Source: an optimization exercise on an open RTL-to-GDS flow (aim: small area and a short achievable clock period). Production flows keep margins and buffers that such runs may drop. RTL that was checked went through simulation tests only; none was proved equivalent to the original. Power and IR drop assume default switching activity.

## onyx
==> module timer_bank, before the edit <==
module timer_bank (
    input  logic       clk,
    input  logic       reset,
    input  logic       tick,         
    input  logic [4:0] insn_arg,     
    input  logic [7:0] imm,
    input  logic       reset_en,
    input  logic       stack_top,    
    output logic       cmp_result
);
    logic [8:0] timers [4];
    logic [4-1:0] cmp_lt;    
    logic [4-1:0] cmp_eq;    
    logic       do_reset;
    always_comb begin
        for (int t = 0; t < 4; t++) begin
            cmp_lt[t] = 1'b0;
            for (int i = 0; i < 8; i++) begin
                cmp_lt[t] = (imm[i] & ~timers[t][i]) | (~(imm[i] ^ timers[t][i]) & cmp_lt[t]);
            end
            cmp_lt[t] = cmp_lt[t] & !timers[t][8];
            cmp_eq[t] = timers[t] == {1'b0, imm};
        end
    end
    assign cmp_result = insn_arg[2] ? cmp_eq[insn_arg[1:0]] : cmp_lt[insn_arg[1:0]];
    assign do_reset = reset_en && stack_top;
    always_ff @(posedge clk) begin
        for (int i = 0; i < 4; i++) begin
            if (reset) begin
                timers[i] <= '0;
            end else if (do_reset && insn_arg[i]) begin
                timers[i] <= '0;
            end else if (tick && !timers[i][8]) begin
                timers[i] <= timers[i] + 1'b1;
            end
        end
    end
endmodule
clock: 6.0 ns
lec_check: 0
cap_margin: 20
core_margin: 2
core_utilization: 65
cts_cluster_diameter: 80
cts_cluster_size: 30
setup_slack_margin: 3.7
slew_margin: 20
standard.sh (not shown) runs the stock make flow with config.mk's settings and CLKGATE_MAP_FILE= SYNTH_SCRIPT=/design/flow/synth_recipe.tcl, a recipe that flattens the netlist after the stock synthesis.
==> flow/flow/run.sh <==
#!/bin/bash
# Own layout flow: the standard flow (standard.sh, unchanged synthesis)
# with plain buffers instead of delay cells on the ports.
set -euo pipefail
export BUFFER_PORTS_ARGS="-buffer_cell sky130_fd_sc_hd__buf_2"
bash standard.sh finish > flow_make.log 2>&1
No stage failed in onyx, and the final checks on the layout all came back clean.
> inputs changed (onyx -> juniper)
--- a/flow/design.v
+++ b/flow/design.v
@@ -191,18 +191,21 @@
 );
     logic [8:0] timers [4];
-    logic [4-1:0] cmp_lt;    
-    logic [4-1:0] cmp_eq;    
+    logic [8:0] sel_timer;
+    logic [7:0] gt_bit;      
+    logic [7:0] eq_bit;
+    logic       cmp_lt;
+    logic       cmp_eq;
     logic       do_reset;
+    assign sel_timer = timers[insn_arg[1:0]];
+    assign gt_bit    = imm & ~sel_timer[7:0];
+    assign eq_bit    = ~(imm ^ sel_timer[7:0]);
     always_comb begin
-        for (int t = 0; t < 4; t++) begin
-            cmp_lt[t] = 1'b0;
-            for (int i = 0; i < 8; i++) begin
-                cmp_lt[t] = (imm[i] & ~timers[t][i]) | (~(imm[i] ^ timers[t][i]) & cmp_lt[t]);
-            end
-            cmp_lt[t] = cmp_lt[t] & !timers[t][8];
-            cmp_eq[t] = timers[t] == {1'b0, imm};
+        cmp_lt = 1'b0;
+        for (int i = 0; i < 8; i++) begin
+            cmp_lt = gt_bit[i] | (eq_bit[i] & cmp_lt);
         end
     end
-    assign cmp_result = insn_arg[2] ? cmp_eq[insn_arg[1:0]] : cmp_lt[insn_arg[1:0]];
+    assign cmp_eq     = &eq_bit;
+    assign cmp_result = !sel_timer[8] && (insn_arg[2] ? cmp_eq : cmp_lt);
     assign do_reset = reset_en && stack_top;
     always_ff @(posedge clk) begin
==> comparison <==
- juniper gives more last weighted congestion value of the routability-driven placer than onyx did.
- juniper vs onyx, library cell contributing the largest single delay on the critical path: sky130_fd_sc_hd__dfxtp_4 vs sky130_fd_sc_hd__dfxtp_1
- i_eval_stack.stack[0] as the end point of the critical path was reported by juniper, and outputs[4] by onyx.
- Compared with onyx, in juniper combinational share of power picked up an extra 0.2 points, sequential portion of the cell area grew by 0.91 points.
- Between onyx and juniper, via-per-instance ratio increased.
- Against onyx, juniper comes in 4.6% higher on power dissipated by switching net loads.
- Going from onyx to juniper, clock insertion delay at the later pin of the skew report held steady, total wire length after detailed routing shrank by 750 um, final standard cell area without fillers shrank by 550 um2.
- Looking at global-route usage, juniper sits 0.60 points higher than onyx does.
- Summary of juniper over onyx: synthesized-area fraction occupied by and/or/nand/nor cells moved down, signal arrival time at the worst endpoint has increased, relative area of clock buffers and inverters in the final design moved up.
The RTL of juniper was laid out without a check of its function.

## the baseline
The RTL this note starts from:
==> flow/design.v <==
package monitor_pkg;
    typedef enum logic [1:0] {
        OP_PUSH  = 2'd0,     
        OP_LOGIC = 2'd1,     
        OP_EDIT  = 2'd2,     
        OP_TIMER = 2'd3      
    } op_t;
    typedef struct packed {
        op_t        op;      
        logic       flag;    
        logic [4:0] arg;     
    } insn_t;
    typedef logic [12-1:0] timer_t;
    typedef logic [32-1:0] vec_t;
    typedef logic [8-1:0] pc_t;
endpackage
module scan_config #(
    parameter int mem_len = 32   
) (
    input  logic                      clk,
    input  logic                      scan_reset,       
    input  logic                      scan_en,          
    input  logic                      scan_in,
    input  monitor_pkg::pc_t          pc,
    output logic                      scan_out,
    output logic                      cleared,          
    output logic                      shifted,          
    output monitor_pkg::pc_t          cfg_prog_len,     
    output logic [16-1:0] cfg_tick_len,
    output logic [16-1:0] cfg_tick_len_sh,  
    output monitor_pkg::vec_t         cfg_check_mask,
    output logic [15:0]               byte01,           
    output logic [15:0]               byte23            
);
    localparam int tick_lsb  = 8;
    localparam int mask_lsb  = tick_lsb + 16;
    localparam int mem_lsb   = mask_lsb + 32;
    localparam int chain_len = mem_lsb + 8 * mem_len;
    logic [chain_len-2:0] lag;        
    logic                 top;        
    logic                 lag_in;     
    logic                 do_shift;   
    logic                 do_hold;    
    logic                 next_below_top;
    always_ff @(posedge clk) begin
        cleared <= scan_reset;
        shifted <= scan_en;
        lag_in  <= scan_in;
    end
    assign do_shift = shifted && !cleared;
    assign do_hold  = !shifted && !cleared;
    always_ff @(posedge clk) begin
        lag <= ({lag[chain_len-3:0], lag_in} & {(chain_len-1){do_shift}})
             | (lag & {(chain_len-1){do_hold}});
    end
    assign next_below_top = (lag[chain_len-3] & do_shift) | (lag[chain_len-2] & do_hold);
    always_ff @(posedge clk) begin
        if (scan_reset) begin
            top <= 1'b0;
        end else if (scan_en) begin
            top <= next_below_top;
        end
    end
    assign scan_out        = top;
    assign cfg_prog_len    = lag[tick_lsb-1:0];
    assign cfg_tick_len    = lag[mask_lsb-1:tick_lsb];
    assign cfg_tick_len_sh = lag[mask_lsb-2:tick_lsb-1];
    assign cfg_check_mask  = lag[mem_lsb-1:mask_lsb];
    logic [8*mem_len+31:0] mem_ext;
    logic [mem_len-1:0]    sel;    
    assign mem_ext = {32'h0, top, lag[chain_len-2:mem_lsb]};
    assign byte01  = mem_ext[15:0];
    always_comb begin
        for (int i = 0; i < mem_len; i++) begin
            sel[i] = (pc == i);
        end
        byte23 = '0;
        for (int i = 0; i < mem_len; i++) begin
            byte23 = byte23 | (mem_ext[8*i+16 +: 16] & {16{sel[i]}});
        end
    end
endmodule
module tick_sequencer (
    input  logic                      clk,
    input  logic                      reset,
    input  logic                      scan_en,          
    input  logic                      scan_reset,       
    input  logic                      cleared,          
    input  logic                      shifted,          
    input  monitor_pkg::pc_t          cfg_prog_len,
    input  logic [16-1:0] cfg_tick_len,
    input  logic [16-1:0] cfg_tick_len_sh,
    input  logic [15:0]               byte01,
    input  logic [15:0]               byte23,
    output monitor_pkg::pc_t          pc,
    output monitor_pkg::insn_t        insn,
    output logic [7:0]                imm,
    output logic                      event_setup,      
    output logic                      event_flush,      
    output logic                      prog_active
);
    logic                      running;
    logic [16-1:0] tick_cnt;
    logic                      hold;
    logic                      two_byte;
    logic                      cnt_max;       
    logic [16-1:0] tick_len_m2;
    logic                      eq_len1, eq_len1_sh, eq_m1, eq_m2;
    logic                      last_keep;     
    logic                      last_clr;      
    logic                      lt_now, lt_1, lt_2, lt_next;
    assign hold     = reset || scan_en;
    assign two_byte = insn.op == monitor_pkg::OP_TIMER && !insn.flag;
    assign cnt_max  = &tick_cnt;
    assign tick_len_m2 = cfg_tick_len - 2'd2;
    assign eq_len1     = cfg_tick_len == 16'd1;
    assign eq_len1_sh  = cfg_tick_len_sh == 16'd1;
    assign eq_m2       = tick_cnt == tick_len_m2;           
    assign eq_m1       = tick_cnt + 1'b1 == cfg_tick_len;   
    always_comb begin
        if (running) begin
            last_keep = event_flush ? eq_len1 : eq_m2;
            last_clr  = event_flush ? 1'b0 : (tick_cnt == 16'hfffe);
        end else begin
            last_keep = shifted ? (eq_len1_sh && tick_cnt == '0) : eq_m1;
            last_clr  = cnt_max;
        end
    end
    assign lt_now  = pc < cfg_prog_len;
    assign lt_1    = monitor_pkg::pc_t'(pc + 1'b1) < cfg_prog_len;
    assign lt_2    = monitor_pkg::pc_t'(pc + 2'd2) < cfg_prog_len;
    always_comb begin
        if (event_setup) begin
            lt_next = cfg_prog_len != '0;
        end else if (prog_active) begin
            lt_next = two_byte ? lt_2 : lt_1;
        end else begin
            lt_next = lt_now;
        end
    end
    always_ff @(posedge clk) begin
        if (hold) begin
            running     <= 1'b0;
            tick_cnt    <= '0;
            pc          <= '0;
            event_setup <= 1'b0;
            event_flush <= 1'b0;
            prog_active <= 1'b0;
        end else begin
            running <= 1'b1;
            if (running) begin
                tick_cnt <= event_flush ? '0 : tick_cnt + 1'b1;
            end
            if (event_setup) begin
                pc <= '0;
            end else if (prog_active) begin
                pc <= pc + (two_byte ? monitor_pkg::pc_t'(2) : monitor_pkg::pc_t'(1));
            end
            event_setup <= running ? (event_flush || cnt_max) : (tick_cnt == '0);
            event_flush <= (scan_reset || cleared) ? last_clr : last_keep;
            prog_active <= !scan_reset && !cleared && running && !event_flush && !cnt_max
                           && !shifted && lt_next;
        end
    end
    always_ff @(posedge clk) begin
        if (event_setup) begin
            {imm, insn} <= byte01;
        end else if (prog_active) begin
            if (two_byte) begin
                {imm, insn} <= byte23;
            end else begin
                {imm, insn} <= {byte23[7:0], imm};
            end
        end
    end
endmodule
module timer_bank (
    input  logic       clk,
    input  logic       reset,
    input  logic       tick,         
    input  logic [4:0] insn_arg,     
    input  logic [7:0] imm,
    input  logic       reset_en,
    input  logic       stack_top,    
    output logic       cmp_result
);
    logic [8:0] timers [4];
    logic [8:0] sel_timer;
    logic [7:0] gt_bit;      
    logic [7:0] eq_bit;
    logic       cmp_lt;
    logic       cmp_eq;
    logic       do_reset;
    assign sel_timer = timers[insn_arg[1:0]];
    assign gt_bit    = imm & ~sel_timer[7:0];
    assign eq_bit    = ~(imm ^ sel_timer[7:0]);
    always_comb begin
        cmp_lt = 1'b0;
        for (int i = 0; i < 8; i++) begin
            cmp_lt = gt_bit[i] | (eq_bit[i] & cmp_lt);
        end
    end
    assign cmp_eq     = &eq_bit;
    assign cmp_result = !sel_timer[8] && (insn_arg[2] ? cmp_eq : cmp_lt);
    assign do_reset = reset_en && stack_top;
    always_ff @(posedge clk) begin
        for (int i = 0; i < 4; i++) begin
            if (reset) begin
                timers[i] <= '0;
            end else if (do_reset && insn_arg[i]) begin
                timers[i] <= '0;
            end else if (tick && !timers[i][8]) begin
                timers[i] <= timers[i] + 1'b1;
            end
        end
    end
endmodule
module eval_stack (
    input  logic       clk,
    input  logic       clear,       
    input  logic       active,
    input  logic [7:0] insn,
    input  logic       input_bit,
    input  logic       cmp_result,
    output logic       stack_top
);
    localparam int depth = 6;
    logic [depth-1:0] stack;    
    logic             lut_bit;
    assign lut_bit   = insn[{stack[1], stack[0]}];
    assign stack_top = stack[0];
    always_ff @(posedge clk) begin
        if (clear) begin
            stack <= '0;
        end else if (active) begin
            case (insn[7:6])
                2'd0: stack <= {stack[depth-2:0], input_bit};
                2'd1: stack <= {1'b0, stack[depth-1:2], lut_bit};
                2'd2: ;
                2'd3: begin
                    if (insn[5]) begin
                        stack <= {1'b0, stack[depth-1:1]};
                    end else begin
                        stack <= {stack[depth-2:0], cmp_result};
                    end
                end
            endcase
        end
    end
endmodule
module io_frame (
    input  logic                      clk,
    input  logic                      reset,
    input  monitor_pkg::vec_t         inputs,
    input  logic                      setup,            
    input  logic                      flush,            
    input  logic [5-1:0] rd_addr,          
    input  logic                      edit_en,
    input  logic                      edit_val,
    input  logic                      stack_top,        
    input  monitor_pkg::vec_t         cfg_check_mask,
    input  logic                      cleared,          
    output logic                      input_bit,
    output monitor_pkg::vec_t         outputs,
    output logic                      violation
);
    monitor_pkg::vec_t snapshot;   
    monitor_pkg::vec_t out_buf;    
    monitor_pkg::vec_t mismatch;
    assign input_bit = snapshot[rd_addr];
    assign mismatch  = (out_buf ^ snapshot) & cfg_check_mask;
    always_ff @(posedge clk) begin
        if (reset) begin
            snapshot <= '0;
            out_buf  <= '0;
        end else if (setup) begin
            snapshot <= inputs;
            out_buf  <= inputs;
        end else if (edit_en && stack_top) begin
            out_buf[rd_addr] <= edit_val;
        end
    end
    always_ff @(posedge clk) begin
        if (reset) begin
            outputs   <= '0;
            violation <= 1'b0;
        end else if (flush) begin
            outputs   <= out_buf;
            violation <= |mismatch && !cleared;
        end
    end
endmodule
module monitor_top (
    input  logic              clk,
    input  logic              reset,
    input  logic              scan_in,
    input  logic              scan_en,
    input  logic              scan_reset,   
    input  monitor_pkg::vec_t inputs,
    output logic              scan_out,
    output monitor_pkg::vec_t outputs,
    output logic              violation,
    output logic              event_setup,
    output logic              event_flush
);
    monitor_pkg::pc_t          cfg_prog_len;
    logic [16-1:0] cfg_tick_len;
    logic [16-1:0] cfg_tick_len_sh;
    monitor_pkg::vec_t         cfg_check_mask;
    logic                      cleared;
    logic                      shifted;
    logic [15:0]               byte01;
    logic [15:0]               byte23;
    monitor_pkg::insn_t        insn;
    logic [7:0]                imm;
    monitor_pkg::pc_t          pc;
    logic                      prog_active;
    logic                      edit_en;
    logic                      timer_reset_en;
    logic                      cmp_result;
    logic                      input_bit;
    logic                      stack_top;
    assign edit_en        = prog_active && insn.op == monitor_pkg::OP_EDIT;
    assign timer_reset_en = prog_active && insn.op == monitor_pkg::OP_TIMER && insn.flag;
    scan_config i_scan_config (
        .clk             (clk),
        .scan_reset      (scan_reset),
        .scan_en         (scan_en),
        .scan_in         (scan_in),
        .pc              (pc),
        .scan_out        (scan_out),
        .cleared         (cleared),
        .shifted         (shifted),
        .cfg_prog_len    (cfg_prog_len),
        .cfg_tick_len    (cfg_tick_len),
        .cfg_tick_len_sh (cfg_tick_len_sh),
        .cfg_check_mask  (cfg_check_mask),
        .byte01          (byte01),
        .byte23          (byte23)
    );
    tick_sequencer i_tick_sequencer (
        .clk             (clk),
        .reset           (reset),
        .scan_en         (scan_en),
        .scan_reset      (scan_reset),
        .cleared         (cleared),
        .shifted         (shifted),
        .cfg_prog_len    (cfg_prog_len),
        .cfg_tick_len    (cfg_tick_len),
        .cfg_tick_len_sh (cfg_tick_len_sh),
        .byte01          (byte01),
        .byte23          (byte23),
        .pc              (pc),
        .insn            (insn),
        .imm             (imm),
        .event_setup     (event_setup),
        .event_flush     (event_flush),
        .prog_active     (prog_active)
    );
    timer_bank i_timer_bank (
        .clk        (clk),
        .reset      (reset),
        .tick       (event_flush),
        .insn_arg   (insn.arg),
        .imm        (imm),
        .reset_en   (timer_reset_en),
        .stack_top  (stack_top),
        .cmp_result (cmp_result)
    );
    eval_stack i_eval_stack (
        .clk        (clk),
        .clear      (event_setup),
        .active     (prog_active),
        .insn       (insn),
        .input_bit  (input_bit),
        .cmp_result (cmp_result),
        .stack_top  (stack_top)
    );
    io_frame i_io_frame (
        .clk            (clk),
        .reset          (reset),
        .inputs         (inputs),
        .setup          (event_setup),
        .flush          (event_flush),
        .rd_addr        (insn.arg),
        .edit_en        (edit_en),
        .edit_val       (insn.flag),
        .stack_top      (stack_top),
        .cfg_check_mask (cfg_check_mask),
        .cleared        (cleared),
        .input_bit      (input_bit),
        .outputs        (outputs),
        .violation      (violation)
    );
endmodule
make LEC_CHECK=0 CAP_MARGIN=20 CORE_MARGIN=2 CORE_UTILIZATION=40 SETUP_SLACK_MARGIN=3.5 SLEW_MARGIN=20 finish   # period 6.0 ns
run.sh (not shown) runs the stock make flow with config.mk's settings and CLKGATE_MAP_FILE= SYNTH_SCRIPT=/design/flow/synth_recipe.tcl, a recipe that flattens the netlist after the stock synthesis.
Stock flow here: none of the scripts above is used.
For the candidate, these inputs were changed with respect to the baseline:
-- flow/design.v --
<<< the baseline, line 44
    logic                 next_below_top;
    always_ff @(posedge clk) begin
        cleared <= scan_reset;
        shifted <= scan_en;
        lag_in  <= scan_in;
    end
    assign do_shift = shifted && !cleared;
    assign do_hold  = !shifted && !cleared;
    always_ff @(posedge clk) begin
        lag <= ({lag[chain_len-3:0], lag_in} & {(chain_len-1){do_shift}})
>>> the candidate, line 44
    logic                 next_below_top;
    always_ff @(posedge clk) begin
        do_shift <= scan_en && !scan_reset;
        do_hold  <= !scan_en && !scan_reset;
        lag_in   <= scan_in;
    end
    assign cleared = !do_shift && !do_hold;
    assign shifted = do_shift;
    always_ff @(posedge clk) begin
        lag <= ({lag[chain_len-3:0], lag_in} & {(chain_len-1){do_shift}})
<<< the baseline, line 106
    logic                      cnt_max;       
    logic [16-1:0] tick_len_m2;
    logic                      eq_len1, eq_len1_sh, eq_m1, eq_m2;
    logic                      last_keep;     
    logic                      last_clr;      
    logic                      lt_now, lt_1, lt_2, lt_next;
    assign hold     = reset || scan_en;
    assign two_byte = insn.op == monitor_pkg::OP_TIMER && !insn.flag;
>>> the candidate, line 106
    logic                      cnt_max;       
    logic [16-1:0] tick_len_m2;
    logic                      eq_len1, eq_len1_sh, eq_m2;
    logic                      last_keep;     
    logic                      last_clr;      
    logic                      lt_next;
    assign hold     = reset || scan_en;
    assign two_byte = insn.op == monitor_pkg::OP_TIMER && !insn.flag;
<<< the baseline, line 117
    assign eq_len1_sh  = cfg_tick_len_sh == 16'd1;
    assign eq_m2       = tick_cnt == tick_len_m2;           
    assign eq_m1       = tick_cnt + 1'b1 == cfg_tick_len;   
    always_comb begin
        if (running) begin
            last_keep = event_flush ? eq_len1 : eq_m2;
            last_clr  = event_flush ? 1'b0 : (tick_cnt == 16'hfffe);
        end else begin
            last_keep = shifted ? (eq_len1_sh && tick_cnt == '0) : eq_m1;
            last_clr  = cnt_max;
        end
    end
    assign lt_now  = pc < cfg_prog_len;
    assign lt_1    = monitor_pkg::pc_t'(pc + 1'b1) < cfg_prog_len;
    assign lt_2    = monitor_pkg::pc_t'(pc + 2'd2) < cfg_prog_len;
    always_comb begin
        if (event_setup) begin
            lt_next = cfg_prog_len != '0;
        end else if (prog_active) begin
            lt_next = two_byte ? lt_2 : lt_1;
        end else begin
            lt_next = lt_now;
        end
    end
>>> the candidate, line 117
    assign eq_len1_sh  = cfg_tick_len_sh == 16'd1;
    assign eq_m2       = tick_cnt == tick_len_m2;           
    always_comb begin
        if (running) begin
            last_keep = event_flush ? eq_len1 : eq_m2;
            last_clr  = !event_flush && tick_cnt == 16'hfffe;
        end else begin
            last_keep = shifted ? eq_len1_sh : eq_len1;
            last_clr  = 1'b0;
        end
    end
    always_comb begin
        if (event_setup) begin
            lt_next = cfg_prog_len != '0;
        end else if (prog_active) begin
            lt_next = two_byte ? monitor_pkg::pc_t'(pc + 2'd2) < cfg_prog_len
                               : monitor_pkg::pc_t'(pc + 1'b1) < cfg_prog_len;
        end else begin
            lt_next = 1'b0;
        end
    end
<<< the baseline, line 157
                pc <= pc + (two_byte ? monitor_pkg::pc_t'(2) : monitor_pkg::pc_t'(1));
            end
            event_setup <= running ? (event_flush || cnt_max) : (tick_cnt == '0);
            event_flush <= (scan_reset || cleared) ? last_clr : last_keep;
            prog_active <= !scan_reset && !cleared && running && !event_flush && !cnt_max
                           && !shifted && lt_next;
        end
    end
>>> the candidate, line 154
                pc <= pc + (two_byte ? monitor_pkg::pc_t'(2) : monitor_pkg::pc_t'(1));
            end
            event_setup <= !running || event_flush || cnt_max;
            event_flush <= (scan_reset || cleared) ? last_clr : last_keep;
            prog_active <= !scan_reset && !cleared && running && !event_flush && !cnt_max
                           && lt_next;
        end
    end
<<< the baseline, line 186
);
    logic [8:0] timers [4];
    logic [8:0] sel_timer;
    logic [7:0] gt_bit;      
    logic [7:0] eq_bit;
    logic       cmp_lt;
    logic       cmp_eq;
    logic       do_reset;
    assign sel_timer = timers[insn_arg[1:0]];
    assign gt_bit    = imm & ~sel_timer[7:0];
    assign eq_bit    = ~(imm ^ sel_timer[7:0]);
    always_comb begin
        cmp_lt = 1'b0;
        for (int i = 0; i < 8; i++) begin
            cmp_lt = gt_bit[i] | (eq_bit[i] & cmp_lt);
        end
    end
    assign cmp_eq     = &eq_bit;
    assign cmp_result = !sel_timer[8] && (insn_arg[2] ? cmp_eq : cmp_lt);
    assign do_reset = reset_en && stack_top;
    always_ff @(posedge clk) begin
>>> the candidate, line 183
);
    logic [8:0] timers [4];
    logic [4-1:0] cmp_lt;    
    logic [4-1:0] cmp_eq;    
    logic       do_reset;
    always_comb begin
        for (int t = 0; t < 4; t++) begin
            cmp_lt[t] = 1'b0;
            for (int i = 0; i < 8; i++) begin
                cmp_lt[t] = (imm[i] & ~timers[t][i]) | (~(imm[i] ^ timers[t][i]) & cmp_lt[t]);
            end
            cmp_lt[t] = cmp_lt[t] & !timers[t][8];
            cmp_eq[t] = timers[t] == {1'b0, imm};
        end
    end
    assign cmp_result = insn_arg[2] ? cmp_eq[insn_arg[1:0]] : cmp_lt[insn_arg[1:0]];
    assign do_reset = reset_en && stack_top;
    always_ff @(posedge clk) begin
--- outcome ---
The final layouts of the baseline and the candidate pass the timing, DRC and antenna checks.
Summary of the candidate over the baseline: non-clock buffer count lost about 1.2%; count of placed standard cells including taps lost 409; synthesized cell count lost about 12%; shortest clock period the worst path allows after layout lost 10 ps; worst-case setup margin in the final layout picked up an extra 10 ps.
Looking at startpoint of the most critical setup path, the i_tick_sequencer.pc[1] result is from the baseline; the i_tick_sequencer.pc[0] one comes from the candidate.
For the aggregate global-route resource usage, the candidate came in 1.4 points higher than the baseline did.
Of the baseline and the candidate, the candidate shows the lower amount of wire on met2 after detailed routing, with the baseline above it.
From the baseline to the candidate the numbers moved as follows: finished layout cell area dropped about 5.6%; number of resized instances in the post-cts repair step climbed 40; placed instance area dropped 0.0021 mm².
Total power of the final layout ended up 0.23 mW lower on the candidate than on the baseline.
Looking at transition time of the tightest slew-check pin, the candidate sits 210 ps below the baseline.
Higher met3 routing resource usage after global routing was reported by the candidate, not the baseline.
Between the baseline and the candidate, instance count on the critical path increased.
Function was not checked in any run of this note: the RTL went through the layout flow alone.

static timing again, ports no longer ideal:
The results above use ideal ports. As a check the final layouts listed here were re-extracted and re-timed, cells and wires unchanged. Step 1, drivers: a clkbuf_16 drives clk and a buf_2 each remaining input, both assumed. Step 2 times the ports against the registers' clock, not the clock port: input delays grow and output delays shrink by t, the midpoint of the rising clock arrivals with the driver on. Three values: no drivers, after step 1, after step 2; two values: the first two.
run	t (ns)	setup slack, ns	latest minus earliest clock arrival (ns)	worst register clock-pin slew, ns
onyx	0.635	3.725 / 3.672 / 3.340	0.029 / 0.029	0.12 / 0.12
juniper	0.647	3.519 / 3.519 / 3.167	0.023 / 0.023	0.11 / 0.11
the baseline	0.685	3.226 / 3.226 / 2.970	0.033 / 0.033	0.07 / 0.07
the candidate	0.665	3.237 / 3.237 / 3.007	0.033 / 0.033	0.07 / 0.07
After both steps setup and hold are still met in every run listed. For onyx, which loses most, drivers alone change the setup slack by -0.053 ns; drivers and shift together by -0.385 ns.
